This is an optimization exercise on Yosys and OpenROAD, whose aim is small area, a short achievable clock period and few clock cycles per item, not a production implementation.
The RTL was checked by simulation tests, not by an equivalence proof against the original design.
Power figures rest on the tool's default switching activity, not on a simulated workload.

==> flow/design.v, too long to show whole: its modules and the start of the top module <==
// module poly1305_fold5: 25 lines
// module poly1305_reduce: 3182 lines
module poly1305_reduce
(
  input  logic           clk,
  input  logic           rst,
  input  logic           start,
  input  logic [P_W-1:0] P,
  output logic [H_W-1:0] H,
  output logic           ready,
  output logic           busy
);
  // ...
==> flow/run.sh <==
#!/bin/bash
# synth_recipe.tcl (not shown) runs the flow's synth.tcl, then flattens the netlist and writes it again
# the make line also repeats each setting of config.mk as NAME=value (left out here)
make -C /OpenROAD-flow-scripts/flow DESIGN_CONFIG=/design/flow/config.mk WORK_HOME=/design/flow/orfs CLKGATE_MAP_FILE= SYNTH_SCRIPT=/design/flow/synth_recipe.tcl finish
==> flow/config.mk <==
export PLATFORM = sky130hd
export DESIGN_NAME = poly1305_reduce
export DESIGN_NICKNAME = poly1305_reduce
export VERILOG_FILES = /design/flow/design.v
export SDC_FILE = /design/flow/constraint.sdc
export NUM_CORES = 4
export LEC_CHECK = 0
export CAP_MARGIN = 20
export CORE_MARGIN = 2
export CORE_UTILIZATION = 65
export SLEW_MARGIN = 20
==> flow/constraint.sdc <==
create_clock -name core_clock -period 6.0 [get_ports {clk}]
set_input_delay 1.2000 -clock core_clock [delete_from_list [all_inputs] [get_ports {clk}]]
set_output_delay 1.2000 -clock core_clock [all_outputs]
set_load 0.01 [all_outputs]
==> flow_summary.yaml, run 1 <==
run_status:
  status: "complete, but fails checks"
  check.faults: "setup timing"
route:
  wl_met2_mm: 23.1
  post-route-drc-count: 0
  first_iter_violations: 1224
  wl_met3_mm: 5.31
  drt_wl_total_mm: 47.1
  viasPerCell: 6.41
  ant_nets: 0
pwr:
  power.switching_mw: 2.89
  pg_comb_mw: 3.86
  p_clk_mw: 1.16
cells_and_area:
  largest_reg_flops: 130
  design.seq.count: 141
  inv_count: 83
  utilization_pct: 90.5
  largest_class: "multi-input gates"
floorplan:
  die_w_um: 148
  pin_count: 394
  core.rowCount: 52
  taps: 270
setup_path:
  cp-startpoint: "s0[96]"
  endpoint_kind: "output port"
  required_ps: 4800
  crit_slowest_cell: "nor4_1"
  max_stage_delay_ps: 630
  path_buf_inv: 2
clocking:
  cts_root_buffer: "clkbuf_16"
  clkTransAtPathRegs_ps: 60
  holdBufCountCts: 0
timing:
  setup_ws_ps: -51.9
  post-route-period-util_pct: 101
  setup_viol: 1
  hold_ws_ps: 902
synth:
  synthTopCellsByArea: "fa_1, dfxtp_1, ha_1"
  synth-xor-area-share_pct: 8.51
  yosys_most_used_dff: "dfxtp_1"
  ys_seq_area_share_pct: 21.0
  synth.distinct_cells: 59
  yosysWarnings: 1
  ys_seq_elements: 141
  synthAdderAreaFrac_pct: 36.5
global_routing:
  grt_use_met3_pct: 15.8
place:
  placed_cell_area_um2: 17700
Testbench counts, summed over its fixed seeds: cycles 1,600, items 1,600.
==> run 2, diff against run 1 <==
--- a/flow/design.v
+++ b/flow/design.v
@@ -35,27 +35,32 @@
   input  logic           start,
   input  logic [P_W-1:0] P,
   output logic [H_W-1:0] H,
   output logic           ready,
   output logic           busy
 );
   logic [130:0] u;
   logic [130:0] v;
+  logic [129:0] sum1;
+  logic [1:0]   qt;
+  logic [5:0]   l_next;
   logic [129:0] s0_next;
   logic [8-1:0] kb_next;
-  logic         c_last;
-  logic [1:0]   qp_next;
+  logic         kl_next;
+  logic         cpre_next;
   logic [129:0] s0;
   logic [8-1:0] kb;
-  logic [1:0]   qp;
-  logic [5:0]   l;
-  logic [4:0]   l5;
+  logic         kl;
   logic         cpre;
+  logic [4:0]   l5;
+  logic [4:0]   l10;
   logic         e1;
+  logic         e2;
+  logic         k;
   logic         g_root;
   logic         p_root;
   logic         zc;
   logic         cin5;
   logic         c;
   poly1305_fold5 u_fold (
     .lo (P[129:0]),
     .hi (P[258:130]),
@@ -249,32 +254,32 @@
   logic b0_g3_14;
   assign b0_g3_14 = b0_g2_14 | (b0_p2_14 & b0_g2_7);
   logic b0_p3_14;
   assign b0_p3_14 = b0_p2_14 & b0_p2_7;
   logic b0_g3_15;
   assign b0_g3_15 = b0_g2_15 | (b0_p2_15 & b0_g2_7);
   logic b0_p3_15;
   assign b0_p3_15 = b0_p2_15 & b0_p2_7;
-  assign s0_next[0] = b0_p0;
-  assign s0_next[1] = b0_p1 ^ b0_g0;
-  assign s0_next[2] = b0_p2 ^ b0_g0_1;
-  assign s0_next[3] = b0_p3 ^ b0_g1_2;
-  assign s0_next[4] = b0_p4 ^ b0_g1_3;
-  assign s0_next[5] = b0_p5 ^ b0_g2_4;
-  assign s0_next[6] = b0_p6 ^ b0_g2_5;
-  assign s0_next[7] = b0_p7 ^ b0_g2_6;
-  assign s0_next[8] = b0_p8 ^ b0_g2_7;
-  assign s0_next[9] = b0_p9 ^ b0_g3_8;
-  assign s0_next[10] = b0_p10 ^ b0_g3_9;
-  assign s0_next[11] = b0_p11 ^ b0_g3_10;
-  assign s0_next[12] = b0_p12 ^ b0_g3_11;
-  assign s0_next[13] = b0_p13 ^ b0_g3_12;
-  assign s0_next[14] = b0_p14 ^ b0_g3_13;
-  assign s0_next[15] = b0_p15 ^ b0_g3_14;
+  assign sum1[0] = b0_p0;
+  assign sum1[1] = b0_p1 ^ b0_g0;
+  assign sum1[2] = b0_p2 ^ b0_g0_1;
+  assign sum1[3] = b0_p3 ^ b0_g1_2;
+  assign sum1[4] = b0_p4 ^ b0_g1_3;
+  assign sum1[5] = b0_p5 ^ b0_g2_4;
+  assign sum1[6] = b0_p6 ^ b0_g2_5;
+  assign sum1[7] = b0_p7 ^ b0_g2_6;
+  assign sum1[8] = b0_p8 ^ b0_g2_7;
+  assign sum1[9] = b0_p9 ^ b0_g3_8;
+  assign sum1[10] = b0_p10 ^ b0_g3_9;
+  assign sum1[11] = b0_p11 ^ b0_g3_10;
+  assign sum1[12] = b0_p12 ^ b0_g3_11;
+  assign sum1[13] = b0_p13 ^ b0_g3_12;
+  assign sum1[14] = b0_p14 ^ b0_g3_13;
+  assign sum1[15] = b0_p15 ^ b0_g3_14;
   assign kb_next[0] = b0_g3_15;
   logic b1_g0;
   assign b1_g0 = u[16] & v[16];
   logic b1_g1;
   assign b1_g1 = u[17] & v[17];
   logic b1_g2;
   assign b1_g2 = u[18] & v[18];
   logic b1_g3;
@@ -458,32 +463,32 @@
   logic b1_g3_14;
   assign b1_g3_14 = b1_g2_14 | (b1_p2_14 & b1_g2_7);
   logic b1_p3_14;
   assign b1_p3_14 = b1_p2_14 & b1_p2_7;
   logic b1_g3_15;
   assign b1_g3_15 = b1_g2_15 | (b1_p2_15 & b1_g2_7);
   logic b1_p3_15;
   assign b1_p3_15 = b1_p2_15 & b1_p2_7;
-  assign s0_next[16] = b1_p0;
-  assign s0_next[17] = b1_p1 ^ b1_g0;
-  assign s0_next[18] = b1_p2 ^ b1_g0_1;
-  assign s0_next[19] = b1_p3 ^ b1_g1_2;
-  assign s0_next[20] = b1_p4 ^ b1_g1_3;
-  assign s0_next[21] = b1_p5 ^ b1_g2_4;
-  assign s0_next[22] = b1_p6 ^ b1_g2_5;
-  assign s0_next[23] = b1_p7 ^ b1_g2_6;
-  assign s0_next[24] = b1_p8 ^ b1_g2_7;
-  assign s0_next[25] = b1_p9 ^ b1_g3_8;
-  assign s0_next[26] = b1_p10 ^ b1_g3_9;
-  assign s0_next[27] = b1_p11 ^ b1_g3_10;
-  assign s0_next[28] = b1_p12 ^ b1_g3_11;
-  assign s0_next[29] = b1_p13 ^ b1_g3_12;
-  assign s0_next[30] = b1_p14 ^ b1_g3_13;
-  assign s0_next[31] = b1_p15 ^ b1_g3_14;
+  assign sum1[16] = b1_p0;
+  assign sum1[17] = b1_p1 ^ b1_g0;
+  assign sum1[18] = b1_p2 ^ b1_g0_1;
+  assign sum1[19] = b1_p3 ^ b1_g1_2;
+  assign sum1[20] = b1_p4 ^ b1_g1_3;
+  assign sum1[21] = b1_p5 ^ b1_g2_4;
+  assign sum1[22] = b1_p6 ^ b1_g2_5;
+  assign sum1[23] = b1_p7 ^ b1_g2_6;
+  assign sum1[24] = b1_p8 ^ b1_g2_7;
+  assign sum1[25] = b1_p9 ^ b1_g3_8;
+  assign sum1[26] = b1_p10 ^ b1_g3_9;
+  assign sum1[27] = b1_p11 ^ b1_g3_10;
+  assign sum1[28] = b1_p12 ^ b1_g3_11;
+  assign sum1[29] = b1_p13 ^ b1_g3_12;
+  assign sum1[30] = b1_p14 ^ b1_g3_13;
+  assign sum1[31] = b1_p15 ^ b1_g3_14;
   assign kb_next[1] = b1_g3_15;
   logic b2_g0;
   assign b2_g0 = u[32] & v[32];
   logic b2_g1;
   assign b2_g1 = u[33] & v[33];
   logic b2_g2;
   assign b2_g2 = u[34] & v[34];
   logic b2_g3;
@@ -667,32 +672,32 @@
   logic b2_g3_14;
   assign b2_g3_14 = b2_g2_14 | (b2_p2_14 & b2_g2_7);
   logic b2_p3_14;
   assign b2_p3_14 = b2_p2_14 & b2_p2_7;
   logic b2_g3_15;
   assign b2_g3_15 = b2_g2_15 | (b2_p2_15 & b2_g2_7);
   logic b2_p3_15;
   assign b2_p3_15 = b2_p2_15 & b2_p2_7;
-  assign s0_next[32] = b2_p0;
-  assign s0_next[33] = b2_p1 ^ b2_g0;
-  assign s0_next[34] = b2_p2 ^ b2_g0_1;
-  assign s0_next[35] = b2_p3 ^ b2_g1_2;
-  assign s0_next[36] = b2_p4 ^ b2_g1_3;
-  assign s0_next[37] = b2_p5 ^ b2_g2_4;
-  assign s0_next[38] = b2_p6 ^ b2_g2_5;
-  assign s0_next[39] = b2_p7 ^ b2_g2_6;
-  assign s0_next[40] = b2_p8 ^ b2_g2_7;
-  assign s0_next[41] = b2_p9 ^ b2_g3_8;
-  assign s0_next[42] = b2_p10 ^ b2_g3_9;
-  assign s0_next[43] = b2_p11 ^ b2_g3_10;
-  assign s0_next[44] = b2_p12 ^ b2_g3_11;
-  assign s0_next[45] = b2_p13 ^ b2_g3_12;
-  assign s0_next[46] = b2_p14 ^ b2_g3_13;
-  assign s0_next[47] = b2_p15 ^ b2_g3_14;
+  assign sum1[32] = b2_p0;
+  assign sum1[33] = b2_p1 ^ b2_g0;
+  assign sum1[34] = b2_p2 ^ b2_g0_1;
+  assign sum1[35] = b2_p3 ^ b2_g1_2;
+  assign sum1[36] = b2_p4 ^ b2_g1_3;
+  assign sum1[37] = b2_p5 ^ b2_g2_4;
+  assign sum1[38] = b2_p6 ^ b2_g2_5;
+  assign sum1[39] = b2_p7 ^ b2_g2_6;
+  assign sum1[40] = b2_p8 ^ b2_g2_7;
+  assign sum1[41] = b2_p9 ^ b2_g3_8;
+  assign sum1[42] = b2_p10 ^ b2_g3_9;
+  assign sum1[43] = b2_p11 ^ b2_g3_10;
+  assign sum1[44] = b2_p12 ^ b2_g3_11;
+  assign sum1[45] = b2_p13 ^ b2_g3_12;
+  assign sum1[46] = b2_p14 ^ b2_g3_13;
+  assign sum1[47] = b2_p15 ^ b2_g3_14;
   assign kb_next[2] = b2_g3_15;
   logic b3_g0;
   assign b3_g0 = u[48] & v[48];
   logic b3_g1;
   assign b3_g1 = u[49] & v[49];
   logic b3_g2;
   assign b3_g2 = u[50] & v[50];
   logic b3_g3;
@@ -876,32 +881,32 @@
   logic b3_g3_14;
   assign b3_g3_14 = b3_g2_14 | (b3_p2_14 & b3_g2_7);
   logic b3_p3_14;
   assign b3_p3_14 = b3_p2_14 & b3_p2_7;
   logic b3_g3_15;
   assign b3_g3_15 = b3_g2_15 | (b3_p2_15 & b3_g2_7);
   logic b3_p3_15;
   assign b3_p3_15 = b3_p2_15 & b3_p2_7;
-  assign s0_next[48] = b3_p0;
-  assign s0_next[49] = b3_p1 ^ b3_g0;
-  assign s0_next[50] = b3_p2 ^ b3_g0_1;
-  assign s0_next[51] = b3_p3 ^ b3_g1_2;
-  assign s0_next[52] = b3_p4 ^ b3_g1_3;
-  assign s0_next[53] = b3_p5 ^ b3_g2_4;
-  assign s0_next[54] = b3_p6 ^ b3_g2_5;
-  assign s0_next[55] = b3_p7 ^ b3_g2_6;
-  assign s0_next[56] = b3_p8 ^ b3_g2_7;
-  assign s0_next[57] = b3_p9 ^ b3_g3_8;
-  assign s0_next[58] = b3_p10 ^ b3_g3_9;
-  assign s0_next[59] = b3_p11 ^ b3_g3_10;
-  assign s0_next[60] = b3_p12 ^ b3_g3_11;
-  assign s0_next[61] = b3_p13 ^ b3_g3_12;
-  assign s0_next[62] = b3_p14 ^ b3_g3_13;
-  assign s0_next[63] = b3_p15 ^ b3_g3_14;
+  assign sum1[48] = b3_p0;
+  assign sum1[49] = b3_p1 ^ b3_g0;
+  assign sum1[50] = b3_p2 ^ b3_g0_1;
+  assign sum1[51] = b3_p3 ^ b3_g1_2;
+  assign sum1[52] = b3_p4 ^ b3_g1_3;
+  assign sum1[53] = b3_p5 ^ b3_g2_4;
+  assign sum1[54] = b3_p6 ^ b3_g2_5;
+  assign sum1[55] = b3_p7 ^ b3_g2_6;
+  assign sum1[56] = b3_p8 ^ b3_g2_7;
+  assign sum1[57] = b3_p9 ^ b3_g3_8;
+  assign sum1[58] = b3_p10 ^ b3_g3_9;
+  assign sum1[59] = b3_p11 ^ b3_g3_10;
+  assign sum1[60] = b3_p12 ^ b3_g3_11;
+  assign sum1[61] = b3_p13 ^ b3_g3_12;
+  assign sum1[62] = b3_p14 ^ b3_g3_13;
+  assign sum1[63] = b3_p15 ^ b3_g3_14;
   assign kb_next[3] = b3_g3_15;
   logic b4_g0;
   assign b4_g0 = u[64] & v[64];
   logic b4_g1;
   assign b4_g1 = u[65] & v[65];
   logic b4_g2;
   assign b4_g2 = u[66] & v[66];
   logic b4_g3;
@@ -1085,32 +1090,32 @@
   logic b4_g3_14;
   assign b4_g3_14 = b4_g2_14 | (b4_p2_14 & b4_g2_7);
   logic b4_p3_14;
   assign b4_p3_14 = b4_p2_14 & b4_p2_7;
   logic b4_g3_15;
   assign b4_g3_15 = b4_g2_15 | (b4_p2_15 & b4_g2_7);
   logic b4_p3_15;
   assign b4_p3_15 = b4_p2_15 & b4_p2_7;
-  assign s0_next[64] = b4_p0;
-  assign s0_next[65] = b4_p1 ^ b4_g0;
-  assign s0_next[66] = b4_p2 ^ b4_g0_1;
-  assign s0_next[67] = b4_p3 ^ b4_g1_2;
-  assign s0_next[68] = b4_p4 ^ b4_g1_3;
-  assign s0_next[69] = b4_p5 ^ b4_g2_4;
-  assign s0_next[70] = b4_p6 ^ b4_g2_5;
-  assign s0_next[71] = b4_p7 ^ b4_g2_6;
-  assign s0_next[72] = b4_p8 ^ b4_g2_7;
-  assign s0_next[73] = b4_p9 ^ b4_g3_8;
-  assign s0_next[74] = b4_p10 ^ b4_g3_9;
-  assign s0_next[75] = b4_p11 ^ b4_g3_10;
-  assign s0_next[76] = b4_p12 ^ b4_g3_11;
-  assign s0_next[77] = b4_p13 ^ b4_g3_12;
-  assign s0_next[78] = b4_p14 ^ b4_g3_13;
-  assign s0_next[79] = b4_p15 ^ b4_g3_14;
+  assign sum1[64] = b4_p0;
+  assign sum1[65] = b4_p1 ^ b4_g0;
+  assign sum1[66] = b4_p2 ^ b4_g0_1;
+  assign sum1[67] = b4_p3 ^ b4_g1_2;
+  assign sum1[68] = b4_p4 ^ b4_g1_3;
+  assign sum1[69] = b4_p5 ^ b4_g2_4;
+  assign sum1[70] = b4_p6 ^ b4_g2_5;
+  assign sum1[71] = b4_p7 ^ b4_g2_6;
+  assign sum1[72] = b4_p8 ^ b4_g2_7;
+  assign sum1[73] = b4_p9 ^ b4_g3_8;
+  assign sum1[74] = b4_p10 ^ b4_g3_9;
+  assign sum1[75] = b4_p11 ^ b4_g3_10;
+  assign sum1[76] = b4_p12 ^ b4_g3_11;
+  assign sum1[77] = b4_p13 ^ b4_g3_12;
+  assign sum1[78] = b4_p14 ^ b4_g3_13;
+  assign sum1[79] = b4_p15 ^ b4_g3_14;
   assign kb_next[4] = b4_g3_15;
   logic b5_g0;
   assign b5_g0 = u[80] & v[80];
   logic b5_g1;
   assign b5_g1 = u[81] & v[81];
   logic b5_g2;
   assign b5_g2 = u[82] & v[82];
   logic b5_g3;
@@ -1294,32 +1299,32 @@
   logic b5_g3_14;
   assign b5_g3_14 = b5_g2_14 | (b5_p2_14 & b5_g2_7);
   logic b5_p3_14;
   assign b5_p3_14 = b5_p2_14 & b5_p2_7;
   logic b5_g3_15;
   assign b5_g3_15 = b5_g2_15 | (b5_p2_15 & b5_g2_7);
   logic b5_p3_15;
   assign b5_p3_15 = b5_p2_15 & b5_p2_7;
-  assign s0_next[80] = b5_p0;
-  assign s0_next[81] = b5_p1 ^ b5_g0;
-  assign s0_next[82] = b5_p2 ^ b5_g0_1;
-  assign s0_next[83] = b5_p3 ^ b5_g1_2;
-  assign s0_next[84] = b5_p4 ^ b5_g1_3;
-  assign s0_next[85] = b5_p5 ^ b5_g2_4;
-  assign s0_next[86] = b5_p6 ^ b5_g2_5;
-  assign s0_next[87] = b5_p7 ^ b5_g2_6;
-  assign s0_next[88] = b5_p8 ^ b5_g2_7;
-  assign s0_next[89] = b5_p9 ^ b5_g3_8;
-  assign s0_next[90] = b5_p10 ^ b5_g3_9;
-  assign s0_next[91] = b5_p11 ^ b5_g3_10;
-  assign s0_next[92] = b5_p12 ^ b5_g3_11;
-  assign s0_next[93] = b5_p13 ^ b5_g3_12;
-  assign s0_next[94] = b5_p14 ^ b5_g3_13;
-  assign s0_next[95] = b5_p15 ^ b5_g3_14;
+  assign sum1[80] = b5_p0;
+  assign sum1[81] = b5_p1 ^ b5_g0;
+  assign sum1[82] = b5_p2 ^ b5_g0_1;
+  assign sum1[83] = b5_p3 ^ b5_g1_2;
+  assign sum1[84] = b5_p4 ^ b5_g1_3;
+  assign sum1[85] = b5_p5 ^ b5_g2_4;
+  assign sum1[86] = b5_p6 ^ b5_g2_5;
+  assign sum1[87] = b5_p7 ^ b5_g2_6;
+  assign sum1[88] = b5_p8 ^ b5_g2_7;
+  assign sum1[89] = b5_p9 ^ b5_g3_8;
+  assign sum1[90] = b5_p10 ^ b5_g3_9;
+  assign sum1[91] = b5_p11 ^ b5_g3_10;
+  assign sum1[92] = b5_p12 ^ b5_g3_11;
+  assign sum1[93] = b5_p13 ^ b5_g3_12;
+  assign sum1[94] = b5_p14 ^ b5_g3_13;
+  assign sum1[95] = b5_p15 ^ b5_g3_14;
   assign kb_next[5] = b5_g3_15;
   logic b6_g0;
   assign b6_g0 = u[96] & v[96];
   logic b6_g1;
   assign b6_g1 = u[97] & v[97];
   logic b6_g2;
   assign b6_g2 = u[98] & v[98];
   logic b6_g3;
@@ -1503,32 +1508,32 @@
   logic b6_g3_14;
   assign b6_g3_14 = b6_g2_14 | (b6_p2_14 & b6_g2_7);
   logic b6_p3_14;
   assign b6_p3_14 = b6_p2_14 & b6_p2_7;
   logic b6_g3_15;
   assign b6_g3_15 = b6_g2_15 | (b6_p2_15 & b6_g2_7);
   logic b6_p3_15;
   assign b6_p3_15 = b6_p2_15 & b6_p2_7;
-  assign s0_next[96] = b6_p0;
-  assign s0_next[97] = b6_p1 ^ b6_g0;
-  assign s0_next[98] = b6_p2 ^ b6_g0_1;
-  assign s0_next[99] = b6_p3 ^ b6_g1_2;
-  assign s0_next[100] = b6_p4 ^ b6_g1_3;
-  assign s0_next[101] = b6_p5 ^ b6_g2_4;
-  assign s0_next[102] = b6_p6 ^ b6_g2_5;
-  assign s0_next[103] = b6_p7 ^ b6_g2_6;
-  assign s0_next[104] = b6_p8 ^ b6_g2_7;
-  assign s0_next[105] = b6_p9 ^ b6_g3_8;
-  assign s0_next[106] = b6_p10 ^ b6_g3_9;
-  assign s0_next[107] = b6_p11 ^ b6_g3_10;
-  assign s0_next[108] = b6_p12 ^ b6_g3_11;
-  assign s0_next[109] = b6_p13 ^ b6_g3_12;
-  assign s0_next[110] = b6_p14 ^ b6_g3_13;
-  assign s0_next[111] = b6_p15 ^ b6_g3_14;
+  assign sum1[96] = b6_p0;
+  assign sum1[97] = b6_p1 ^ b6_g0;
+  assign sum1[98] = b6_p2 ^ b6_g0_1;
+  assign sum1[99] = b6_p3 ^ b6_g1_2;
+  assign sum1[100] = b6_p4 ^ b6_g1_3;
+  assign sum1[101] = b6_p5 ^ b6_g2_4;
+  assign sum1[102] = b6_p6 ^ b6_g2_5;
+  assign sum1[103] = b6_p7 ^ b6_g2_6;
+  assign sum1[104] = b6_p8 ^ b6_g2_7;
+  assign sum1[105] = b6_p9 ^ b6_g3_8;
+  assign sum1[106] = b6_p10 ^ b6_g3_9;
+  assign sum1[107] = b6_p11 ^ b6_g3_10;
+  assign sum1[108] = b6_p12 ^ b6_g3_11;
+  assign sum1[109] = b6_p13 ^ b6_g3_12;
+  assign sum1[110] = b6_p14 ^ b6_g3_13;
+  assign sum1[111] = b6_p15 ^ b6_g3_14;
   assign kb_next[6] = b6_g3_15;
   logic b7_g0;
   assign b7_g0 = u[112] & v[112];
   logic b7_g1;
   assign b7_g1 = u[113] & v[113];
   logic b7_g2;
   assign b7_g2 = u[114] & v[114];
   logic b7_g3;
@@ -1712,67 +1717,72 @@
   logic b7_g3_14;
   assign b7_g3_14 = b7_g2_14 | (b7_p2_14 & b7_g2_7);
   logic b7_p3_14;
   assign b7_p3_14 = b7_p2_14 & b7_p2_7;
   logic b7_g3_15;
   assign b7_g3_15 = b7_g2_15 | (b7_p2_15 & b7_g2_7);
   logic b7_p3_15;
   assign b7_p3_15 = b7_p2_15 & b7_p2_7;
-  assign s0_next[112] = b7_p0;
-  assign s0_next[113] = b7_p1 ^ b7_g0;
-  assign s0_next[114] = b7_p2 ^ b7_g0_1;
-  assign s0_next[115] = b7_p3 ^ b7_g1_2;
-  assign s0_next[116] = b7_p4 ^ b7_g1_3;
-  assign s0_next[117] = b7_p5 ^ b7_g2_4;
-  assign s0_next[118] = b7_p6 ^ b7_g2_5;
-  assign s0_next[119] = b7_p7 ^ b7_g2_6;
-  assign s0_next[120] = b7_p8 ^ b7_g2_7;
-  assign s0_next[121] = b7_p9 ^ b7_g3_8;
-  assign s0_next[122] = b7_p10 ^ b7_g3_9;
-  assign s0_next[123] = b7_p11 ^ b7_g3_10;
-  assign s0_next[124] = b7_p12 ^ b7_g3_11;
-  assign s0_next[125] = b7_p13 ^ b7_g3_12;
-  assign s0_next[126] = b7_p14 ^ b7_g3_13;
-  assign s0_next[127] = b7_p15 ^ b7_g3_14;
+  assign sum1[112] = b7_p0;
+  assign sum1[113] = b7_p1 ^ b7_g0;
+  assign sum1[114] = b7_p2 ^ b7_g0_1;
+  assign sum1[115] = b7_p3 ^ b7_g1_2;
+  assign sum1[116] = b7_p4 ^ b7_g1_3;
+  assign sum1[117] = b7_p5 ^ b7_g2_4;
+  assign sum1[118] = b7_p6 ^ b7_g2_5;
+  assign sum1[119] = b7_p7 ^ b7_g2_6;
+  assign sum1[120] = b7_p8 ^ b7_g2_7;
+  assign sum1[121] = b7_p9 ^ b7_g3_8;
+  assign sum1[122] = b7_p10 ^ b7_g3_9;
+  assign sum1[123] = b7_p11 ^ b7_g3_10;
+  assign sum1[124] = b7_p12 ^ b7_g3_11;
+  assign sum1[125] = b7_p13 ^ b7_g3_12;
+  assign sum1[126] = b7_p14 ^ b7_g3_13;
+  assign sum1[127] = b7_p15 ^ b7_g3_14;
   assign kb_next[7] = b7_g3_15;
   logic b8_g0;
   assign b8_g0 = u[128] & v[128];
   logic b8_g1;
   assign b8_g1 = u[129] & v[129];
   logic b8_p0;
   assign b8_p0 = u[128] ^ v[128];
   logic b8_p1;
   assign b8_p1 = u[129] ^ v[129];
   logic b8_g0_1;
   assign b8_g0_1 = b8_g1 | (b8_p1 & b8_g0);
   logic b8_p0_1;
   assign b8_p0_1 = b8_p1 & b8_p0;
-  assign s0_next[128] = b8_p0;
-  assign s0_next[129] = b8_p1 ^ b8_g0;
-  assign c_last = b8_g0_1;
-  assign qp_next = {1'b0, u[130]} + {1'b0, v[130]} + {1'b0, c_last};
+  assign sum1[128] = b8_p0;
+  assign sum1[129] = b8_p1 ^ b8_g0;
+  assign kl_next = b8_g0_1;
+  assign qt        = {1'b0, u[130]} + {1'b0, v[130]};
+  assign l_next    = {1'b0, sum1[4:0]} + {2'b00, qt, 2'b00} + {4'b0000, qt};
+  assign cpre_next = l_next[5];
+  assign s0_next   = {sum1[129:5], l_next[4:0]};
   always_ff @(posedge clk) begin
     s0 <= s0_next;
     kb <= kb_next;
-    qp <= qp_next;
+    kl <= kl_next;
+    cpre <= cpre_next;
   end
   always_ff @(posedge clk or posedge rst) begin
     if (rst) ready <= 1'b0;
     else     ready <= start;
   end
   assign busy = 1'b0;
-  assign l    = {1'b0, s0[4:0]} + {2'b00, qp, 2'b00} + {4'b0000, qp};
-  assign cpre = l[5];
-  assign l5   = l[4:0] + 5'd5;
-  assign e1   = (l[4:0] >= 5'd27);
+  assign l5  = s0[4:0] + 5'd5;
+  assign l10 = s0[4:0] + 5'd10;
+  assign e1  = (s0[4:0] >= 5'd27);
+  assign e2  = (s0[4:0] >= 5'd22);
   assign zc   = g_root | (p_root & cpre);
-  assign cin5 = cpre | (zc & e1);
-  assign c    = p_root & ~cpre & e1;
-  assign H[4:0] = (c | zc) ? l5 : l[4:0];
+  assign k    = zc | kl;
+  assign cin5 = cpre | (k & e1);
+  assign c    = p_root & ~cpre & (kl ? e2 : e1);
+  assign H[4:0] = (c & kl) ? l10 : (c | k) ? l5 : s0[4:0];
   logic t_g16;
   assign t_g16 = s0[16] & kb[0];
   logic t_p16;
   assign t_p16 = s0[16] ^ kb[0];
   logic t_g32;
   assign t_g32 = s0[32] & kb[1];
   logic t_p32;
   assign t_p32 = s0[32] ^ kb[1];
==> flow/config.mk (replaced) <==
export PLATFORM = sky130hd
export DESIGN_NAME = poly1305_reduce
export DESIGN_NICKNAME = poly1305_reduce
export VERILOG_FILES = /design/flow/design.v
export SDC_FILE = /design/flow/constraint.sdc
export NUM_CORES = 4
export LEC_CHECK = 0
export CAP_MARGIN = 20
export CORE_MARGIN = 2
export CORE_UTILIZATION = 40
export SETUP_SLACK_MARGIN = 2
export SLEW_MARGIN = 20
==> run 2 against run 1 <==
  * The run now finishes clean
  * Critical path depth is 5 higher
  * Sequential power rose by 6%
  * Maximum frequency grew 30%
  * Utilization down 29 points
  * Synthesized cell count up 8.3%
==> flow_summary.yaml, run 2 <==
run_status:
  status: "finished clean"
cells_and_area:
  final_cell_mix: "clkdlybuf4s50_1, fa_1, ha_1, nand2_1"
  top_regs: "s0 x130, kb x8"
  insertedDiodeCount: 0
  top_register: "s0"
  drive_gt1_share_pct: 28.6
  fin_cells: 2552
  final_common_cell: "clkdlybuf4s50_1"
  nets: 2640
  areaGrowthSynthToFinish_pct: 52.1
  final_area_um2: 22000
  largest_reg_flops: 130
  utilization_pct: 61.9
synth:
  synth.top_cell.area_share_pct: 22.1
  syn_avg_cell_area_um2: 9.51
  synth_compound_area_share_pct: 14.1
  synth_top_family_by_area: "adder cells"
  async_flop_share_pct: 0.709
  synthAdderAreaFrac_pct: 34.3
  syn-num-nets: 2083
  synth_area_leader_cell: "fa_1"
  synthMuxAreaShare_pct: 4.85
  ys_seq_area_share_pct: 19.6
  synth-xor-area-share_pct: 5.69
  netlist_instances: 1521
  synthTopCellsByArea: "fa_1, dfxtp_1, ha_1"
  yosys_most_used_dff: "dfxtp_1"
  synth-edff-count: 0
  ys_seq_elements: 141
  yosysWarnings: 1
  synth.distinct_cells: 83
  yosys.area_share.simple_pct: 18.5
  syn_area_um2: 14500
  ys_top_cells_by_count: "fa_1, dfxtp_1, ha_1"
  synth_most_common_cell: "fa_1"
clocking:
  ctsLongestPathBuffers: 2
  cts_tree: "yes"
  cts_max_level: 4
  tritoncts_num_sinks: 141
  cts_made_buffers: 17
  clkTransAtPathRegs_ps: 70
  cts_root_buffer: "clkbuf_16"
route:
  ant_nets: 0
  via_count: 13600
  post-route-drc-count: 0
  drt_first_pass_iters: 5
  drt_wl_total_mm: 49.2
  viasPerCell: 5.35
  wl_per_cell_um: 19.3
  first_iter_violations: 669
floorplan:
  coreArea_um2: 35600
  core.rowCount: 69
  die_h_um: 194
  initial_utilization_pct: 40.7
  pin_count: 394
  dieArea_um2: 37700
  die_w_um: 194
global_routing:
  grt_use_total_pct: 25.4
  grt_max_degree: 39
  globalRoute.totalOverflow: 0
  grt_pass1_wl_mm: 75.7
  grt_pass1_vias: 14200
  antenna_found_initial: 4
timing:
  post-route-period-util_pct: 77.6
  setup_viol: 0
  fmax_mhz: 215
  slew_violations: 0
  setup_ws_ps: 1340
  fin_crit_ps: 4660
  setup_tns_ps: 0
  hold_ws_ps: 897
  worst_slew_pin_slew_ps: 1040
  relSlewSlack_pct: 30.1
  rsz0062_at_grt: "yes"
  finalHoldViolCount: 0
place:
  dp_slack_ps: 890
  gp_congestion: 0.851
  placed_cell_area_um2: 18900
  dp_hpwl_mm: 36.8
  placed_cells: 2353
  portBuffers: 392
setup_path:
  cp-start-kind: "register"
  crit_end: "H[51]"
  cp-startpoint: "s0[128]"
  critPathKind: "register to output port"
  crit_slowest_cell: "nor4_4"
  cp.arrival_ps: 3460
  critPathMaxFanout: 6
  max_stage_delay_ps: 350
  endpoint_kind: "output port"
  worstPathCellList: "ha_4 > nand4_1 > nor4_4 > buf_4 > nand2_4 > a2111oi_4 > buf_4 > buf_12 > nor2_4 > buf_8 > and3_4 > buf_12 > buf_6 > nor3b_4 > mux2i_1 > buf_2"
  required_ps: 4800
pwr:
  seqPwrFrac_pct: 27.6
  powerDensity_nw_per_um2: 318
  ir_drop_v: 0.000217
  p_int_mw: 3.90
  p_clk_share_pct: 14.6
  p_leak_nw: 9.54
  total_power_mw: 7.01
  pwr-share-comb_pct: 57.9
  p_sw_share_pct: 44.3
  power.switching_mw: 3.10
job:
  cap_violations: 0
worst_hold_path:
  hold_path.class: "input pin to asynchronous set/reset pin"
==> run 2: logic make-up after synthesis <==
| group | count (synthesis) |
|---|---|
| AOI/OAI and AO/OA | 296 |
| xor gates and xnor gates | 94 |
| adders and majority gates | 300 |
| buffers and inverters | 109 |
| DFF | 141 |
| muxes | 70 |
| other | 1 |
| and+or+nand+nor | 510 |
==> run 2: area by class of cell <==
| class | count | area, um2 |
|---|---|---|
| fill | 3004 | 13600 |
| inverter | 81 | 304 |
| timing repair buffer | 561 | 5130 |
| clock buffer | 20 | 447 |
| clock inverter | 12 | 114 |
| sequential | 141 | 2890 |
| tap | 461 | 577 |
| multi-input combinational | 1276 | 12500 |
==> run 2: how the worst min path moves through the flow <==
stage,start,end,slack [ps],depth (start not counted)
final,rst,ready,900,2
after global routing,rst,ready,910,2
after CTS,rst,ready,880,2
after detailed placement,rst,ready,1340,2
after global placement,rst,ready,1340,2
after floorplan,rst,ready,930,1
==> run 2: what timing repair did <==
item,4_1_cts,5_1_grt
setup endpoints to repair,142,150
hold buffers,0,0
resized for setup,810,190
hold endpoints to repair,0,0
buffers inserted,117,41
pin swaps,106,96
cloned,9,0
==> run 2: layer usage <==
layer,global-route usage [%],wire length (um),share of wire (%)
met1,30.0,19800,40
met2,45.1,24700,50
met3,7.18,3550,7.2
met4,6.31,1140,2.3
met5,0,55,0.11
==> run 2: power by group through the flow <==
stage	clock, mW	sequential, mW	combinational (mW)
after floorplan	0	1.71	2.03
after global placement	0	1.82	3.72
after detailed placement	0	1.84	3.73
after CTS	1.04	1.88	3.81
after global routing	1.08	1.99	4.44
final	1.02	1.93	4.05
==> run 2: critical path, delay by kind of cell (launching register included) <==
| kind | cells | cell delay, ps |
|---|---|---|
| buffers and inverters | 7 | 1070 |
| AND/OR/NAND/NOR | 6 | 940 |
| flip-flops | 1 | 330 |
| adder cells (fa/ha/maj) | 1 | 260 |
| AO/OA/AOI/OAI | 1 | 220 |
| multiplexers | 1 | 200 |
Testbench counts of run 2, summed over its fixed seeds: cycles 1,600, items 1,600.
==> run 3, diff against run 2 <==
==> flow/flow/run.sh (new file) <==
#!/bin/bash
# Layout flow: the standard layout (standard.sh: ORFS with the standard flow's synthesis, config and
# constraints), except that the port buffers buffer_ports inserts are buf_1 cells instead of
# the cell it picks by default (clkdlybuf4s50_1, a slow delay cell). Every port still gets
# its buffer. The full output of the run is kept in standard_flow.log in this folder; ORFS
# keeps each step's own log under orfs/logs/.
set -euo pipefail
bash standard.sh "BUFFER_PORTS_ARGS=-buffer_cell sky130_fd_sc_hd__buf_1" finish > standard_flow.log 2>&1
==> flow/standard.sh (new file) <==
#!/bin/bash
# synth_recipe.tcl (not shown) runs the flow's synth.tcl, then flattens the netlist and writes it again
# the make line also repeats each setting of config.mk as NAME=value (left out here)
make -C /OpenROAD-flow-scripts/flow DESIGN_CONFIG=/design/flow/config.mk WORK_HOME=/design/flow/orfs CLKGATE_MAP_FILE= SYNTH_SCRIPT=/design/flow/synth_recipe.tcl "${@:-finish}"
removed: flow/run.sh
==> run 3 against run 2 <==
  * Still clean on timing, DRC and antenna
  * Clock power increased by 9%
  * Utilization shrank 4.6 points
  * Final cell count decreased by 0.86%
  * First-iteration DRC count fell by 8.4%
  * Combinational power fell by 6.2%
  * Largest cell class unchanged
==> flow_summary.yaml, run 3 <==
clocking:
  cts_made_buffers: 17
  cts_max_level: 4
  holdBufCountCts: 0
  clkTransAtPathRegs_ps: 60
  cts_tree: "yes"
  tritoncts_num_sinks: 141
  ctsLongestPathBuffers: 2
  cts_root_buffer: "clkbuf_16"
synth:
  synth.distinct_cells: 83
  synth_area_leader_cell: "fa_1"
  ys_seq_area_share_pct: 19.6
  synth.top_cell.area_share_pct: 22.1
  synthTopCellsByArea: "fa_1, dfxtp_1, ha_1"
  synth_most_common_cell: "fa_1"
  ys_top_cells_by_count: "fa_1, dfxtp_1, ha_1"
  async_flop_share_pct: 0.709
  syn_area_um2: 14500
  syn_avg_cell_area_um2: 9.51
  synth-edff-count: 0
  ys_seq_elements: 141
  yosysWarnings: 1
  syn-num-nets: 2083
  netlist_instances: 1521
  yosys_most_used_dff: "dfxtp_1"
cells_and_area:
  largest_reg_flops: 130
  top_register: "s0"
  final_common_cell: "buf_1"
  final_cell_mix: "buf_1, fa_1, ha_1, nand2_1, dfxtp_1"
  drive_gt1_share_pct: 28.1
  top_regs: "s0 x130, kb x8"
  utilization_pct: 57.3
  areaGrowthSynthToFinish_pct: 40.9
  nets: 2617
pwr:
  powerDensity_nw_per_um2: 336
  total_power_mw: 6.83
  ir_drop_v: 0.000205
  p_leak_nw: 8.69
floorplan:
  initial_utilization_pct: 40.7
  coreArea_um2: 35600
  core.rowCount: 69
  dieArea_um2: 37700
  pin_count: 394
  die_h_um: 194
  die_w_um: 194
setup_path:
  required_ps: 4800
  endpoint_kind: "output port"
  max_stage_delay_ps: 570
  critPathMaxFanout: 6
  cp.arrival_ps: 3470
  cp-start-kind: "register"
  worstPathCellList: "nand3_2 > nor2_1 > nand4_1 > or4_1 > nor4b_2 > and2_4 > mux2i_1 > buf_1"
  crit_slowest_cell: "or4_1"
  critPathKind: "register to output port"
timing:
  setup_tns_ps: 0
  fin_crit_ps: 4670
  setup_ws_ps: 1330
  finalHoldViolCount: 0
  rsz0062_at_grt: "yes"
  relSlewSlack_pct: 42.0
  fmax_mhz: 214
  setup_viol: 0
  slew_violations: 0
  post-route-period-util_pct: 77.9
  worst_slew_pin_slew_ps: 863
place:
  dp_slack_ps: 1050
  portBuffers: 392
  gp_congestion: 0.877
  dp_hpwl_mm: 35.1
route:
  drt_first_pass_iters: 5
  wl_per_cell_um: 19.9
  ant_nets: 0
  viasPerCell: 5.46
  drt_wl_total_mm: 50.4
  first_iter_violations: 613
  post-route-drc-count: 0
  via_count: 13800
global_routing:
  grt_pass1_vias: 13700
  antenna_found_initial: 1
  grt_use_total_pct: 24.2
  globalRoute.totalOverflow: 0
  grt_max_degree: 21
  grt_pass1_wl_mm: 72.3
job:
  cap_violations: 0
run_status:
  status: "finished clean"
worst_hold_path:
  hold_path.class: "input pin to asynchronous set/reset pin"
==> run 3: area by class of cell <==
cell class	instances	area [um2]
flip-flops and latches	141	2870
clock buffers	21	450
repair buffers	525	3140
diodes	1	2.50
well taps	461	577
fillers	3120	15200
multi-input cells	1289	12900
inverters	81	304
clock inverters	11	158
==> run 3: final timing paths <==
| path | slack [ps] | cells after the start | from | to |
|---|---|---|---|---|
| min in group core_clock | 880 | 1 | start | ready |
| min | 580 | 2 | rst | ready |
| max | 1330 | 8 | s0[101] | H[2] |
| max in group asynchronous | 5330 | 2 | rst | ready |
==> run 3: kinds of logic (layout without fill, tap and decap cells) <==
logic type | after synthesis | count (layout) | synth area share (%)
buffers and inverters | 109 | 638 | 3.01
xor gates and xnor gates | 94 | 94 | 5.69
other | 1 | 2 | 0.0259
DFF | 141 | 141 | 19.6
adders and majority gates | 300 | 300 | 34.3
AOI/OAI and AO/OA | 296 | 296 | 14.1
muxes | 70 | 70 | 4.85
and+or+nand+nor | 510 | 528 | 18.5
==> run 3: per-stage QoR <==
stage          area [um2]  hold WS (ps)  std cells
6_report            20400           582       2530
5_1_grt             20400           577       2529
4_1_cts             19100           553       2469
3_5_place_dp        16400          1010       2350
3_3_place_gp        16400          1010       2350
2_1_floorplan       14500           929       1521
==> run 3: routing by layer <==
metal	up-vias	track usage, %	wire length [um]
met4	0	5.81	1710
met3	113	6.38	3990
li1	6551	-	-
met2	497	43.1	25100
met1	6663	29.0	19600
met5	-	0	0
==> run 3: critical path, delay by kind of cell, from the launching register on <==
family / cells / cell delay, ps
buffers and inverters: 1 / 260
flip-flops: 1 / 440
multiplexers: 1 / 220
AND/OR/NAND/NOR: 6 / 2130
==> run 3: power by group <==
part	leakage [nW]	switching (mW)	internal [mW]	total [mW]
clock	0.289	0.437	0.672	1.11
sequential	1.19	0.538	1.38	1.92
combinational	7.21	2.09	1.72	3.80
==> run 3: timing repair <==
item | 4_1_cts | 5_1_grt
setup endpoints to repair | 132 | 137
cloned | 9 | 12
pin swaps | 89 | 92
resized for setup | 403 | 170
setup buffers | 78 | 48
==> run 4, diff against run 3 <==
--- a/flow/config.mk
+++ b/flow/config.mk
@@ -9,4 +9,4 @@
 export CORE_MARGIN = 2
 export CORE_UTILIZATION = 40
-export SETUP_SLACK_MARGIN = 2
+export SETUP_SLACK_MARGIN = 2.5
 export SLEW_MARGIN = 20
==> run 4 against run 3 <==
  * Still clean
  * First-iteration DRC count is 9.5% lower
  * Sequential cell count stayed put
  * Maximum frequency up 2.3%
  * Die area did not move
  * Via count down 2.4%
  * Worst hold slack got worse by 13 ps
  * Final area increased by 1.2%
  * Non-clock buffer count stayed put
  * Sequential share of layout area increased by 0.051 points
  * Setup slack gained 100 ps
  * Highest routed layer unchanged
==> flow_summary.yaml, run 4 <==
timing:
  slew_violations: 0
  post-route-period-util_pct: 76.2
  fin_crit_ps: 4570
  rsz0062_at_grt: "yes"
  finalHoldViolCount: 0
  setup_viol: 0
  hold_ws_ps: 569
  fmax_mhz: 219
  relSlewSlack_pct: 30.3
  setup_ws_ps: 1430
  worst_slew_pin_slew_ps: 1040
  setup_tns_ps: 0
global_routing:
  antenna_found_initial: 3
  globalRoute.totalOverflow: 0
  grt_max_degree: 17
  grt_pass1_wl_mm: 70.3
  grt_pass1_vias: 13200
  grt_use_total_pct: 23.5
cells_and_area:
  top_register: "s0"
  areaGrowthSynthToFinish_pct: 42.6
  final_cell_mix: "buf_1, fa_1, ha_1, buf_4, dfxtp_1"
  largest_reg_flops: 130
  drive_gt1_share_pct: 33.7
  fill_cells: 3160
  final_common_cell: "buf_1"
  nets: 2616
  top_regs: "s0 x130, kb x8"
floorplan:
  coreArea_um2: 35600
  die_h_um: 194
  pin_count: 394
  dieArea_um2: 37700
  initial_utilization_pct: 40.7
  core.rowCount: 69
  die_w_um: 194
clocking:
  holdBufCountCts: 0
  clkTransAtPathRegs_ps: 70
  tritoncts_num_sinks: 141
  ctsLongestPathBuffers: 2
  cts_tree: "yes"
  cts_made_buffers: 17
  cts_root_buffer: "clkbuf_16"
  cts_max_level: 4
setup_path:
  worstPathCellList: "nand4_1 > nor4_4 > buf_4 > nand4_1 > buf_4 > buf_4 > o221ai_2 > a32o_2 > nor2_2 > or4b_4 > mux2i_2 > buf_4"
  critPathKind: "register to output port"
  path_buf_inv: 4
  cp-start-kind: "register"
  critical_path.most_common_cell: "buf_4"
  required_ps: 4800
  cp.arrival_ps: 3370
  endpoint_kind: "output port"
  max_stage_delay_ps: 490
  crit_slowest_cell: "or4b_4"
  crit_family: "simple AND/OR/NAND/NOR gates"
  critPathMaxFanout: 6
synth:
  yosysWarnings: 1
  netlist_instances: 1521
  synth-xor-area-share_pct: 5.69
  synthMuxAreaShare_pct: 4.85
  syn_area_um2: 14500
  synth_area_leader_cell: "fa_1"
  yosys.area_share.simple_pct: 18.5
  syn-num-nets: 2083
  synth_top_family_by_area: "adder cells"
  syn_avg_cell_area_um2: 9.51
  synth_compound_area_share_pct: 14.1
  ys_top_cells_by_count: "fa_1, dfxtp_1, ha_1"
  synthAdderAreaFrac_pct: 34.3
  ys_seq_elements: 141
  synth-edff-count: 0
  synthTopCellsByArea: "fa_1, dfxtp_1, ha_1"
  synth_most_common_cell: "fa_1"
  synth.top_cell.area_share_pct: 22.1
  yosys_most_used_dff: "dfxtp_1"
  synth.distinct_cells: 83
  ys_seq_area_share_pct: 19.6
  async_flop_share_pct: 0.709
job:
  cap_violations: 0
run_status:
  status: "finished clean"
place:
  gp_congestion: 0.841
  dp_slack_ps: 893
  dp_hpwl_mm: 33.2
  portBuffers: 392
pwr:
  powerDensity_nw_per_um2: 335
  p_leak_nw: 8.66
  ir_drop_v: 0.000207
  total_power_mw: 6.90
route:
  via_count: 13500
  ant_nets: 0
  viasPerCell: 5.33
  post-route-drc-count: 0
  drt_wl_total_mm: 46.2
  drt_first_pass_iters: 4
  first_iter_violations: 555
  wl_per_cell_um: 18.3
worst_hold_path:
  hold_path.class: "input pin to asynchronous set/reset pin"
run 4: routing by layer:
metal	vias to the layer above	part of all wire (%)	track usage, %
li1	6559	-	-
met1	6520	44	30.8
met5	-	0	0
met3	43	5.7	5.10
met2	365	48	38.7
met4	0	2.1	7.38
run 4: final timing paths:
path                       endpoint  slack, ps  depth (start not counted)  startpoint
max in group asynchronous     ready       5340                          2         rst
min in group core_clock       ready        870                          1       start
hold / removal                ready        570                          2         rst
setup / recovery              H[43]       1430                         12     s0[117]
run 4: area by class of cell:
cell class	instances	area [um2]	share of cell area, %
Multi-Input combinational cell	1288	13100	63.3
Timing Repair Buffer	525	3190	15.5
Sequential cell	141	2910	14.1
Tap cell	461	577	2.80
Clock buffer	19	443	2.15
Inverter	81	304	1.47
Clock inverter	13	129	0.625
Antenna cell	3	7.51	0.0364
run 4: timing repair:
item / 4_1_cts / 5_1_grt
resized for setup: 306 / 295
gates cloned: 18 / 3
setup buffers: 64 / 61
pin swaps: 97 / 143
endpoints found under the setup margin: 132 / 150
run 4: power breakdown:
part / total (mW) / switching (mW) / internal, mW / leakage [nW]
registers: 1.95 / 0.540 / 1.41 / 1.20
logic: 3.90 / 2.04 / 1.85 / 7.19
clock network: 1.05 / 0.463 / 0.591 / 0.277
run 4: per-stage QoR:
| step | cells | util (%) | cell area (um2) |
|---|---|---|---|
| floorplan | 1521 | - | 14800 |
| global placement | 2350 | 47.2 | 16800 |
| detailed placement | 2350 | 47.2 | 16800 |
| CTS | 2464 | 53.9 | 19200 |
| global route | 2531 | 58.0 | 20600 |
| finish | 2531 | 58.0 | 20600 |
run 4: cells by family (layout without fill, tap and decap cells):
logic type / after synthesis / after routing
and+or+nand+nor: 510 / 527
adders and majority gates: 300 / 300
xor gates and xnor gates: 94 / 94
muxes: 70 / 70
DFF: 141 / 141
AOI/OAI and AO/OA: 296 / 296
other: 1 / 4
buffers and inverters: 109 / 638
==> run 5, diff against run 4 <==
--- a/flow/config.mk
+++ b/flow/config.mk
@@ -6,4 +6,5 @@
 export NUM_CORES = 4
 export LEC_CHECK = 0
+export ABC_AREA = 1
 export CAP_MARGIN = 20
 export CORE_MARGIN = 2
==> run 5 against run 4 <==
  * Sequential power is 9.7% lower
  * Still clean on timing, DRC and antenna
  * Utilization decreased by 2.3 points
  * Area after synthesis increased by 15%
  * Clock power grew 5%
  * Setup slack improved by 320 ps
  * Sequential share of layout area decreased by 1.6 points
  * Routed wire length increased by 24%
  * Highest routed layer is now met5
==> flow_summary.yaml, run 5 <==
place:
  portBuffers: 392
  gp_congestion: 0.906
  placed_cells: 3241
  dp_hpwl_mm: 41.5
  dp_slack_ps: 1210
  placed_cell_area_um2: 18500
timing:
  setup_ws_ps: 1750
  slew_violations: 0
  fmax_mhz: 235
  finalHoldViolCount: 0
  setup_viol: 0
  relSlewSlack_pct: 55.3
  worst_slew_pin_slew_ps: 669
  fin_crit_ps: 4250
  setup_tns_ps: 0
  post-route-period-util_pct: 70.8
  hold_ws_ps: 534
  rsz0062_at_grt: "yes"
clocking:
  cts_tree: "yes"
  cts_max_level: 4
  clkTransAtPathRegs_ps: 60
  ctsLongestPathBuffers: 2
  cts_made_buffers: 17
  tritoncts_num_sinks: 141
  holdBufCountCts: 0
  cts_root_buffer: "clkbuf_16"
global_routing:
  antenna_found_initial: 2
  grt_pass1_wl_mm: 88.8
  globalRoute.totalOverflow: 0
  grt_use_total_pct: 25.8
  grt_pass1_vias: 17200
  grt_max_degree: 36
cells_and_area:
  insertedDiodeCount: 0
  final_cell_mix: "nand2_1, nor2_1, buf_1, inv_1, nand3_1"
  fin_cells: 3391
  final_area_um2: 22700
  top_regs: "s0 x130, kb x8"
  areaGrowthSynthToFinish_pct: 37.3
  largest_reg_flops: 130
  drive_gt1_share_pct: 23.5
  top_register: "s0"
  nets: 3408
  final_common_cell: "nand2_1"
setup_path:
  critPathMaxFanout: 7
  critPathKind: "register to output port"
  cp.arrival_ps: 3050
  cp-start-kind: "register"
  endpoint_kind: "output port"
  required_ps: 4800
synth:
  synth_most_common_cell: "nand2_1"
  synth-edff-count: 0
  synth_area_leader_cell: "fa_1"
  syn_area_um2: 16600
  ys_top_cells_by_count: "nand2_1, nor2_1, inv_1"
  netlist_instances: 2353
  synth.distinct_cells: 44
  ys_seq_elements: 141
  synth.top_cell.area_share_pct: 19.3
  yosys_most_used_dff: "dfxtp_1"
  synthTopCellsByArea: "fa_1, dfxtp_1, nand2_1"
  yosysWarnings: 1
  ys_seq_area_share_pct: 17.1
  syn-num-nets: 2915
  syn_avg_cell_area_um2: 7.04
  async_flop_share_pct: 0.709
route:
  drt_first_pass_iters: 7
  via_count: 17500
  post-route-drc-count: 0
  wl_per_cell_um: 17.0
  ant_nets: 0
  first_iter_violations: 1231
  viasPerCell: 5.17
  drt_wl_total_mm: 57.5
floorplan:
  die_h_um: 208
  core.rowCount: 74
  coreArea_um2: 40800
  die_w_um: 208
  pin_count: 394
  dieArea_um2: 43100
  initial_utilization_pct: 40.6
worst_hold_path:
  hold_path.class: "input pin to asynchronous set/reset pin"
job:
  cap_violations: 0
pwr:
  powerDensity_nw_per_um2: 325
  p_leak_nw: 11.1
  ir_drop_v: 0.000232
run_status:
  status: "finished clean"
run 5: changes by cell type in the layout (fill, tap and decap cells not counted), moves of 28 or more:
cell and delta:
nand2_1 +354, nor2_1 +211, inv_1 +182, nand3_1 +132, a21oi_1 +81, nor2_2 +62
mux2i_1 -55, nand2_2 +46, nand2_4 +43, dfxtp_1 +38, xnor2_1 -34, nand3_2 +33
dfxtp_2 -29, buf_1 +28
run 5: timing repair:
item / 4_1_cts / 5_1_grt
gates resized for setup: 371 / 297
setup buffers: 68 / 27
endpoints found under the setup margin: 130 / 148
pin swaps: 77 / 112
cloned: 19 / 4
run 5: kinds of logic after synthesis:
family | share of synthesized area, %
compound gates | 7.24
other cells | 0.0226
buf+inv | 8.22
fa+ha+maj | 29.9
xor+xnor | 3.81
simple gates | 33.7
flops | 17.1
run 5: cell type report:
class                           count  area, um2
Tap cell                          532        666
Timing Repair inverter              1       8.76
Inverter                          283       1150
Multi-Input combinational cell   1885      14100
Clock inverter                     14        159
Clock buffer                       18        439
Fill cell                        3881      18100
Sequential cell                   141       2840
Timing Repair Buffer              517       3330
run 5: per-layer routing:
| layer | global-route usage (%) | share of wire [%] |
|---|---|---|
| met1 | 33.8 | 44 |
| met2 | 43.0 | 48 |
| met3 | 5.01 | 6.1 |
| met4 | 8.08 | 2.4 |
| met5 | 0 | 0.057 |
run 5: report_power, final:
| group | total [mW] | internal [mW] | switching [mW] |
|---|---|---|---|
| Sequential | 1.76 | 1.37 | 0.392 |
| Combinational | 4.52 | 1.90 | 2.62 |
| Clock | 1.10 | 0.629 | 0.473 |
| Total | 7.38 | 3.90 | 3.49 |
run 5: worst paths after layout:
path | depth (start not counted) | slack [ps] | start | endpoint
setup / recovery | 18 | 1750 | s0[96] | H[18]
hold / removal | 2 | 530 | rst | ready
max in group asynchronous | 2 | 5380 | rst | ready
min in group core_clock | 1 | 840 | start | ready
run 5: critical path, cell delays in order, from the launching register on:
cell	delay, ps
dfxtp_1	330
ha_4	280
nand2_1	80
nor2_4	120
nand3_1	80
nor2_2	190
nand2_2	120
nor2_4	160
nand2_4	60
nand2_4	80
nand2_8	80
nand2_8	100
buf_12	160
buf_12	150
nand2_2	50
o21ai_2	80
nor2_1	80
nor2_1	200
buf_2	170
run 5: through the flow:
stage | power, mW | util, %
3_5_place_dp | 5.04 | 45.4
4_1_cts | 6.86 | 52.2
3_3_place_gp | 5.02 | 45.4
6_report | 7.38 | 55.7
5_1_grt | 7.92 | 55.7
2_1_floorplan | 3.88 | -
==> run 6, diff against run 5 <==
--- a/flow/config.mk
+++ b/flow/config.mk
@@ -6,8 +6,7 @@
 export NUM_CORES = 4
 export LEC_CHECK = 0
-export ABC_AREA = 1
 export CAP_MARGIN = 20
 export CORE_MARGIN = 2
-export CORE_UTILIZATION = 40
+export CORE_UTILIZATION = 55
 export SETUP_SLACK_MARGIN = 2.5
 export SLEW_MARGIN = 20
==> run 6 against run 5 <==
  * Sequential power up about 10%
  * Largest power group unchanged
  * Sequential cell count did not move
  * Critical path depth shrank 7
  * Worst hold slack better by 20 ps
  * Sequential share of layout area is 1.6 points higher
  * Combinational power fell by about 10%
  * Largest cell class unchanged
  * Maximum frequency down 11%
  * Final area down 10%
  * Synthesized cell count fell by 35%
  * Utilization rose by 23 points
  * Via count down 19%
==> flow_summary.yaml, run 6 <==
run_status:
  status: "finished clean"
cells_and_area:
  top_regs: "s0 x130, kb x8"
  final_cell_mix: "buf_1, fa_1, ha_1, dfxtp_1, nand2_1"
  largest_reg_flops: 130
  top_register: "s0"
  nets: 2621
  utilization_pct: 78.9
  drive_gt1_share_pct: 32.1
  areaGrowthSynthToFinish_pct: 41.3
  final_common_cell: "buf_1"
clocking:
  cts_max_level: 4
  cts_made_buffers: 17
  clkTransAtPathRegs_ps: 60
  tritoncts_num_sinks: 141
  cts_root_buffer: "clkbuf_16"
  holdBufCountCts: 0
  ctsLongestPathBuffers: 2
  cts_tree: "yes"
timing:
  fmax_mhz: 210
  setup_viol: 0
  worst_slew_pin_slew_ps: 1110
  relSlewSlack_pct: 25.4
  setup_tns_ps: 0
  post-route-period-util_pct: 79.2
  fin_crit_ps: 4750
  finalHoldViolCount: 0
  slew_violations: 0
  rsz0062_at_grt: "yes"
synth:
  synth-edff-count: 0
  synth_most_common_cell: "fa_1"
  synth.top_cell.area_share_pct: 22.1
  synth_area_leader_cell: "fa_1"
  syn_area_um2: 14500
  ys_top_cells_by_count: "fa_1, dfxtp_1, ha_1"
  yosysWarnings: 1
  syn_avg_cell_area_um2: 9.51
  async_flop_share_pct: 0.709
  ys_seq_area_share_pct: 19.6
  netlist_instances: 1521
  ys_seq_elements: 141
  syn-num-nets: 2083
  synthTopCellsByArea: "fa_1, dfxtp_1, ha_1"
  synth.distinct_cells: 83
  yosys_most_used_dff: "dfxtp_1"
floorplan:
  die_h_um: 166
  coreArea_um2: 25900
  die_w_um: 166
  initial_utilization_pct: 55.8
  core.rowCount: 59
  pin_count: 394
  dieArea_um2: 27600
pwr:
  powerDensity_nw_per_um2: 341
  ir_drop_v: 0.000245
  p_leak_nw: 8.62
global_routing:
  grt_pass1_wl_mm: 65.9
  antenna_found_initial: 2
  grt_pass1_vias: 13000
  grt_max_degree: 20
  globalRoute.totalOverflow: 0
  grt_use_total_pct: 29.6
route:
  post-route-drc-count: 0
  drt_wl_total_mm: 48.2
  via_count: 14200
  wl_per_cell_um: 20.0
  drt_first_pass_iters: 8
  ant_nets: 0
  first_iter_violations: 1035
  viasPerCell: 5.90
job:
  cap_violations: 0
place:
  portBuffers: 392
  dp_hpwl_mm: 31.4
  gp_congestion: 0.875
setup_path:
  cp.arrival_ps: 3550
  endpoint_kind: "output port"
  cp-start-kind: "register"
  required_ps: 4800
  critPathKind: "register to output port"
  critPathMaxFanout: 8
worst_hold_path:
  hold_path.class: "input pin to asynchronous set/reset pin"
[run 6: metrics by stage]
step | worst slack, ps | power, mW | instance area, um2 | hold slack [ps] | std cells
2_1_floorplan | 2210 | 3.87 | 14800 | 929 | 1521
3_3_place_gp | 1370 | 4.87 | 16600 | 1010 | 2223
3_5_place_dp | 1290 | 4.91 | 16600 | 1010 | 2223
4_1_cts | 1400 | 6.19 | 18400 | 555 | 2315
5_1_grt | 1230 | 7.40 | 20400 | 558 | 2409
6_report | 1250 | 6.96 | 20400 | 553 | 2409
[run 6: timing repair]
item | CTS | global route
endpoints found under the hold margin | 0 | 0
cloned | 9 | 12
setup endpoints to repair | 132 | 146
gates resized for setup | 238 | 377
pin swaps | 69 | 140
buffers inserted | 51 | 80
[run 6: final timing paths]
check                        from  endpoint  slack [ps]  cells after the start
worst max-delay path       s0[37]     H[43]        1250                     11
worst min-delay path          rst     ready         550                      2
max in group asynchronous     rst     ready        5360                      2
min in group core_clock     start     ready         850                      1
[run 6: kinds of logic after synthesis]
family / Yosys count / synth area share [%]
AOI/OAI and AO/OA: 296 / 14.1
muxes: 70 / 4.85
adders and majority gates: 300 / 34.3
xor gates and xnor gates: 94 / 5.69
other: 1 / 0.0259
buffers and inverters: 109 / 3.01
DFF: 141 / 19.6
and+or+nand+nor: 510 / 18.5
[run 6: metal layers]
metal | part of all wire [%] | GRT usage [%]
met3 | 8.3 | 6.10
met5 | 0 | 0
met2 | 47 | 48.9
met4 | 4.2 | 7.64
met1 | 40 | 39.7
[run 6: cell type report]
cell class,count,area (um2)
Inverter,81,304
Sequential cell,141,2890
Multi-Input combinational cell,1289,13000
Clock inverter,12,91.3
Fill cell,1757,5470
Timing Repair Buffer,529,3260
Clock buffer,20,437
Antenna cell,2,5.00
Tap cell,335,419
[run 6: where the power goes]
| group | switching, mW | internal [mW] | leakage (nW) |
|---|---|---|---|
| clock network | 0.440 | 0.530 | 0.251 |
| registers | 0.546 | 1.40 | 1.19 |
| logic | 2.16 | 1.89 | 7.18 |
[run 6: worst max-delay path, stage by stage, from the launching register on]
cell and delay [ps]:
dfxtp_2 440, and4_1 300, nand4_1 210, nor4_4 460
o2bb2ai_2 150, buf_6 170, buf_12 120, a32o_2 240
nor2_2 80, or4b_4 520, mux2i_2 240, buf_4 190

[port drivers added, routing unchanged]
The flow's constraints put no driver on any port. The routed layouts listed below were extracted and timed again, unchanged, in two steps. Step 1 (the two cells are an assumption about what drives the block):
set clk [get_ports {clk}]
set_driving_cell -lib_cell sky130_fd_sc_hd__clkbuf_16 $clk
set_driving_cell -lib_cell sky130_fd_sc_hd__buf_2 [delete_from_list [all_inputs] $clk]
Step 2 also shifts input and output timing later by t, the mid clock arrival at the registers, as if the neighbouring blocks saw the same clock. Slacks: ideal ports / drivers / drivers and shift; pairs: ideal ports / drivers.
run | t, ns | setup slack, ns | worst setup path after step 2 | latest minus earliest clock arrival (ns) | worst register clock-pin slew, ns
run 1 | 0.489 | -0.052 / -0.102 / 0.387 | register to output | 0.010 / 0.010 | 0.07 / 0.07
run 2 | 0.472 | 1.341 / 1.290 / 1.708 | input to register | 0.012 / 0.013 | 0.07 / 0.07
run 3 | 0.458 | 1.325 / 1.278 / 1.736 | register to output | 0.015 / 0.016 | 0.07 / 0.07
run 4 | 0.476 | 1.429 / 1.378 / 1.854 | register to output | 0.011 / 0.010 | 0.07 / 0.07
run 5 | 0.508 | 1.750 / 1.696 / 2.184 | input to register | 0.012 / 0.012 | 0.07 / 0.07
run 6 | 0.486 | 1.246 / 1.196 / 1.682 | register to output | 0.010 / 0.010 | 0.07 / 0.07
